From an optimization exercise on the open Yosys and OpenROAD flow, aimed at small area, a short achievable clock period and few clock cycles per item; shortcuts taken in it are not production practice. At most, simulation tests tie the RTL to the original design; equivalence was not proved. Power figures rest on the tool's default switching activity, not on a simulated workload.

Setup of v5:
==> flow/design.v (excerpt) <==
module bit_chunk_lane_splitter_unit
(
   input  logic                  clock,
   input  logic                  reset,
   input  logic                  req_valid,
   output logic                  req_ready,
   input  logic                  req_action,
   input  logic [7:0]            req_data_byte,
   output logic                  rsp_valid,
   input  logic                  rsp_ready,
   output logic [3:0]            rsp_lane,
   output logic [7:0]            rsp_out_byte,
   output logic                  rsp_last,
   input  logic                  csr_we,
   input  logic [CSR_IDX_W-1:0]  csr_index,
   input  logic [CSR_DATA_W-1:0] csr_data
);
   logic [5:0]  cw_q;                  
   logic [4:0]  lc_q;                  
   logic [15:0] en_q;
   logic [5:0]  cw_n;                  
   logic [4:0]  lc_n;
   logic [15:0] en_n;
   logic [BUF_W-1:0] buf_q;
   logic [5:0]       pl_q;
   logic [3:0]       idx_q;
   logic [5:0]       sk_q;              
   logic             fol_q;             
   logic             fsh_q;             
   logic [15:0][7:0] pm_q;
   logic        in_v_q, in_act_q;
  ...
Size: about 280 flip-flops, roughly 47 I/O pins.
==> flow/config.mk <==
export PLATFORM = sky130hd
export DESIGN_NAME = bit_chunk_lane_splitter_unit
export DESIGN_NICKNAME = bit_chunk_lane_splitter_unit
export VERILOG_FILES = /design/flow/design.v
export SDC_FILE = /design/flow/constraint.sdc
export NUM_CORES = 4
export LEC_CHECK = 0
export CAP_MARGIN = 20
export CORE_MARGIN = 2
export CORE_UTILIZATION = 40
export SETUP_SLACK_MARGIN = 2.4
export SLEW_MARGIN = 20
==> flow/constraint.sdc <==
create_clock -name core_clock -period 6.5 [get_ports {clock}]
set_input_delay 1.3000 -clock core_clock [delete_from_list [all_inputs] [get_ports {clock}]]
set_output_delay 1.3000 -clock core_clock [all_outputs]
set_load 0.01 [all_outputs]
run.sh (not shown) runs the stock make flow with config.mk's settings and CLKGATE_MAP_FILE= SYNTH_SCRIPT=/design/flow/synth_recipe.tcl, a recipe that flattens the netlist after the stock synthesis.
v5 ran to completion and came out clean on the timing, design-rule and antenna checks.
Testbench counts of v5, summed over its fixed seeds: cycles 5,766, items 4,211.
Input changes introduced in v43 (baseline for comparison: v5):
- setting ABC_AREA to 1 for the first time
### Flow results
- Between v5 and v43, the portion of the layout cell area used by clock cells is lower for v5.
- Looking at met1 global-route usage, v43 sits 2.5 points above v5.
- Compared v43 vs v5, and die area is down in v43.
- v43 — sequential power share 5.6 points lower, v5 as reference
- v43 vs v5 — cell area after layout dropped by a few percent
- [v43 vs v5] xor/xnor share of the synthesized area: lower in v43
- Time the final worst path needs with I/O delays and setup: v43 < v5
- Changes observed in v43 relative to v5: worst hold slack lower; maximum frequency from static timing analysis +0.013 GHz; utilization after layout decreased 0.95 points.
Edits applied to the flow inputs when going from v43 to v27:
- changing SETUP_SLACK_MARGIN from 2.4 to 2.7
--- outcome ---
The lower growth of design area from synthesis to finish came out of v43.
Of the two values seen for worst-path cell with the longest stage delay, dfxtp_1 was produced by v43 and dfxtp_2 by v27.
Delta (v27 minus v43): worst hold slack down 0.0081 ns; highest attainable clock frequency up 0.0085 GHz.

* * *

== job 101 ==
Another version of the RTL of bit_chunk_lane_splitter_unit (not shown whole).
For scale: ~2600 cells after synthesis, about 47 I/O pins, ~19000 um2 of cells after synthesis.
clock: 6.5 ns
lec_check: 0
abc_area: 1
cap_margin: 20
core_margin: 2
core_utilization: 40
cts_cluster_diameter: 150
cts_cluster_size: 20
setup_slack_margin: 3.3
slew_margin: 20
Job 101 completed; timing, DRC and antenna clean
Testbench counts of job 101, summed over its fixed seeds: cycles 5,766, items 4,211.
The following lists how job 102 was set up differently from job 101:
- a change of CORE_UTILIZATION from 40 to 55
- a change of CTS_CLUSTER_SIZE from 20 to 22
- a change of SETUP_SLACK_MARGIN from 3.3 to 3.0
[summary]
- Job 102 finished all stages; the layout is clean.
- Job 101 was carried through to the last stage, and its layout satisfied the timing, design-rule and antenna checks.
- Higher routed length on met3 was reported by job 102, not job 101.
- In terms of final-layout clock-cell area share, job 101 and job 102 differ only marginally.
- As far as max-cap violation count goes, job 101 and job 102 are indistinguishable; the numbers are identical.
- Comparing job 102 and job 101, the lower register share of the cell area was measured on job 101.
- [compare] base=job 101 new=job 102: detail-routed net length per standard cell went up by 0.51 um, combinational fraction of design power lower.

* * *

build 16:
Starting RTL as in the previous note.
Settings: LEC_CHECK=0, ABC_AREA=1, CAP_MARGIN=20, CORE_MARGIN=2, CORE_UTILIZATION=40, SETUP_SLACK_MARGIN=2.4, SLEW_MARGIN=20; clock period 6.5 ns.
Looking at the reports, build 16 completed the entire flow and the layout it produced met the timing, design-rule and antenna checks.
Testbench counts of build 16, summed over its fixed seeds: cycles 5,766, items 4,211.
Here is what was changed in the inputs of build 18 compared with build 16.
Settings: setting CTS_CLUSTER_SIZE to 23 for the first time; setting CTS_CLUSTER_DIAMETER to 150 for the first time; setting TNS_END_PERCENT to 0 for the first time; changing SETUP_SLACK_MARGIN from 2.4 to 3.3.
Run comparison: build 18 origin of the worst setup path sk_q[0]; build 16 origin of the worst setup path pl_q[3]
Build 18: flow completed, timing, DRC and antenna clean
Build 18 has post-detailed-routing wire length above what build 16 had.
Max portion of total power attributed to combinational logic across build 18 and build 16: build 18
From build 16 to build 18 the numbers moved as follows: post-detailed-route count of antenna-violating nets did not really move, mean number of vias per cell went up, total met3 wirelength after detailed routing went up.
--- input diff build 18..build 46 ---
Settings: clearing CTS_CLUSTER_DIAMETER, which used to be 150; swapping 3.3 for 3.0 in SETUP_SLACK_MARGIN; clearing TNS_END_PERCENT, which used to be 0; clearing CTS_CLUSTER_SIZE, which used to be 23.
[summary]
- Going from build 18 to build 46, worst reg-to-reg setup slack grows by 0.04 ns.
- Build 46 — total number of H-tree levels 1 higher, build 18 as reference
- Delta(number of cells on the critical path, build 46 - build 18) < 0
- Of build 18 and build 46, build 18 shows the lower time the final worst path needs with I/O delays and setup, with build 46 above it.
- The run showing the greater final worst hold slack is build 18.
- When the final numbers for build 18 and build 46 were put side by side, the portion of total power attributed to the clock network turned out to be smaller in build 18.
- For power consumption, dividing the value from build 18 by the value from build 46 gives 0.913.
- In the flow results for build 18 and build 46, the stage delay of the slowest cell on the critical path is larger on build 18.
- Min utilization across build 18 and build 46: build 18
What build 59 does differently from build 46 at the input level:
Settings: a change of SETUP_SLACK_MARGIN from 3.0 to 2.7.
Findings:
When build 59 is measured against build 46, its post-layout instance area turns out about 2.1% lower.
Run comparison: build 46 capturing element of the worst setup path req_ready; build 59 capturing element of the worst setup path f_rg_q
~same cell area reported after detailed placement in build 59 and build 46
Per the comparison of build 59 with build 46, first-pass GRT wire length fell 1.7%; proportion of power drawn by the clock network has increased.
Row total power consumption of the routed design: build 59 lower / build 46 higher
Of build 59 and build 46, the lower slew at the pin closest to its max-slew limit belongs to build 46.
Delta (build 59 minus build 46): data required time of the worst path picked up an extra 1.78 ns; first-iteration DRC count went down about 9%; placer's final routability congestion estimate now larger.
Input changes introduced in build 12 (baseline for comparison: build 59):
Settings: CTS_CLUSTER_DIAMETER: unset -> 150; SETUP_SLACK_MARGIN: 2.7 -> 3.0; CTS_CLUSTER_SIZE: unset -> 20.
### Flow results
Per the comparison of build 12 with build 59, worst slew margin relative to its limit has increased; clock power has decreased; via total after detailed routing has increased; post-route clock period utilization has decreased; core utilization has increased.
Build 12 vs. build 59: global-route wire length before repair picked up an extra 1.3%; number of cells on the worst reg-to-reg path picked up an extra about 15%; setup slack picked up an extra 0.052 ns; H-tree depth reported by CTS lost 1; global-route usage picked up an extra 0.43 points.

* * *

== build 15 ==
Another version of the RTL of bit_chunk_lane_splitter_unit (not shown whole).
Size in the first run: ~1900 cells after synthesis, ~17000 sq um of cells after synthesis.
make LEC_CHECK=0 CAP_MARGIN=20 CORE_MARGIN=2 CORE_UTILIZATION=40 SETUP_SLACK_MARGIN=1.2 SLEW_MARGIN=20 finish   # period 6.5 ns
Setup changes, build 15 to build 9
Settings: swapping 1.2 for 2.4 in SETUP_SLACK_MARGIN.
Notes after the runs:
| net total in the final layout | higher: build 9 |. Total power: build 9 above build 15. Relative contribution of the clock network to total power, build 9 and build 15, higher one = build 15. Between build 9 and build 15, it is build 9 whose fraction of layout cells with a size suffix above 1 is higher, by 9.3 points. The delay of the slowest cell on the worst path in build 9 was lower than what build 15 gave. Diff build 15..build 9 | share of synthesized cell area in full adder, half adder and majority cells | unchanged. [compare] base=build 15 new=build 9: count of hold-fix buffers inserted at cts flat; vias per cell up 0.092.
Edits applied to the flow inputs when going from build 9 to build 91:
Settings: SETUP_SLACK_MARGIN changed from 2.4 to 1.8.
==> notes.md <==
Compared with build 9, in build 91 wire length moved down, total global-route track usage decreased by 0.64 points relative to the old numbers, area share of buffers outside the clock network fell 2.1 points, first-pass GRT wire length went down by 1.5%, combinational power decreased about 15%.
Build 91 ended up with sky130_fd_sc_hd__or4_4 as its critical path's slowest cell; build 9 ended up with sky130_fd_sc_hd__mux4_2.
Build 9 → build 91: post-CTS setup buffer count shows a reduction of about 80%, met1 routing resource usage after global routing shows no meaningful change.
Per the final summary, build 91 finished and its layout is clean on timing, DRC and antenna.
Against build 9, worst setup slack in build 91 came out better.
Against build 9 as the reference, build 91 delivers a lower total power.
Function was not checked in any run of this note: the RTL went through the layout flow alone.

* * *

== old ==
Another version of the RTL of bit_chunk_lane_splitter_unit (not shown whole).
Size: about 290 flip-flops, ~47 I/O pins, about 18,000 sq um of cells after synthesis.
## bit_chunk_lane_splitter_unit
module bit_chunk_lane_splitter_unit
(
   input  logic                  clock,
   input  logic                  reset,
   input  logic                  req_valid,
   output logic                  req_ready,
   input  logic                  req_action,
   input  logic [7:0]            req_data_byte,
   output logic                  rsp_valid,
   input  logic                  rsp_ready,
   output logic [3:0]            rsp_lane,
   output logic [7:0]            rsp_out_byte,
   output logic                  rsp_last,
   input  logic                  csr_we,
   input  logic [CSR_IDX_W-1:0]  csr_index,
   input  logic [CSR_DATA_W-1:0] csr_data
);
clock: 6.5 ns
lec_check: 0
abc_area: 1
cap_margin: 20
core_margin: 2
core_utilization: 40
slew_margin: 20
old finished end to end and its layout was clean on timing, DRC and antenna.
Testbench counts of old, summed over its fixed seeds: cycles 5,731, items 4,211.
[inputs] new vs old
Settings: ABC_AREA removed (was 1).
Notes after the runs:
As of new, sum of routed wire length over all layers had risen by a few percent compared to old.
new: fraction of the mapped netlist area in simple logic gates 16 points below old
Relative slew slack: old and new compared, higher one is old
Of old and new, the lower number of nets produced by synthesis belongs to new.
Taking new over old, the largest net degree at the start of global routing ratio works out to 0.938.
Summary: with old as the reference, net count reported at finish in new moved down by more than 10%.

==> what the ideal ports hide <==
Ports are ideal in the flow. The routed layouts listed here were re-timed in OpenROAD.
Step 1, drivers: a clkbuf_16 drives clock and a buf_2 each remaining input, both assumed.
Step 2 times the ports against the registers' clock, not the clock port: input delays grow and output delays shrink by t, the midpoint of the rising clock arrivals with the driver on.
Three values: ideal, step 1, step 2; two values: the first two.
| run | t, ns | setup slack, ns | worst register clock-pin slew, ns | pins driven straight from the clock port |
|---|---|---|---|---|
| v5 | 0.616 | 2.297 / 2.240 / 1.885 | 0.06 / 0.06 | 1 |
| v43 | 0.613 | 2.507 / 2.507 / 1.961 | 0.06 / 0.06 | 1 |
| v27 | 0.613 | 2.639 / 2.639 / 2.161 | 0.06 / 0.06 | 1 |
| job 101 | 0.587 | 2.767 / 2.709 / 2.310 | 0.10 / 0.10 | 1 |
| job 102 | 0.583 | 2.711 / 2.690 / 2.303 | 0.11 / 0.11 | 1 |
| build 16 | 0.601 | 2.502 / 2.450 / 2.016 | 0.07 / 0.07 | 1 |
| build 18 | 0.583 | 2.772 / 2.715 / 2.276 | 0.12 / 0.12 | 1 |
| build 46 | 0.616 | 2.769 / 2.717 / 2.305 | 0.07 / 0.07 | 1 |
| build 59 | 0.618 | 2.706 / 2.694 / 2.123 | 0.06 / 0.06 | 1 |
| build 12 | 0.606 | 2.757 / 2.701 / 2.377 | 0.11 / 0.11 | 1 |
| build 15 | 0.653 | 1.277 / 1.223 / 0.749 | 0.07 / 0.07 | 1 |
| build 9 | 0.591 | 1.448 / 1.448 / 0.929 | 0.07 / 0.07 | 1 |
| build 91 | 0.660 | 1.509 / 1.509 / 1.078 | 0.07 / 0.07 | 1 |
| old | 0.605 | 0.324 / 0.265 / 0.843 | 0.06 / 0.06 | 1 |
| new | 0.651 | 0.311 / 0.259 / 0.910 | 0.07 / 0.07 | 1 |
After both steps setup and hold are still met in every run listed. For build 59, which loses most, drivers alone change the setup slack by -0.012 ns; drivers and shift together by -0.583 ns.
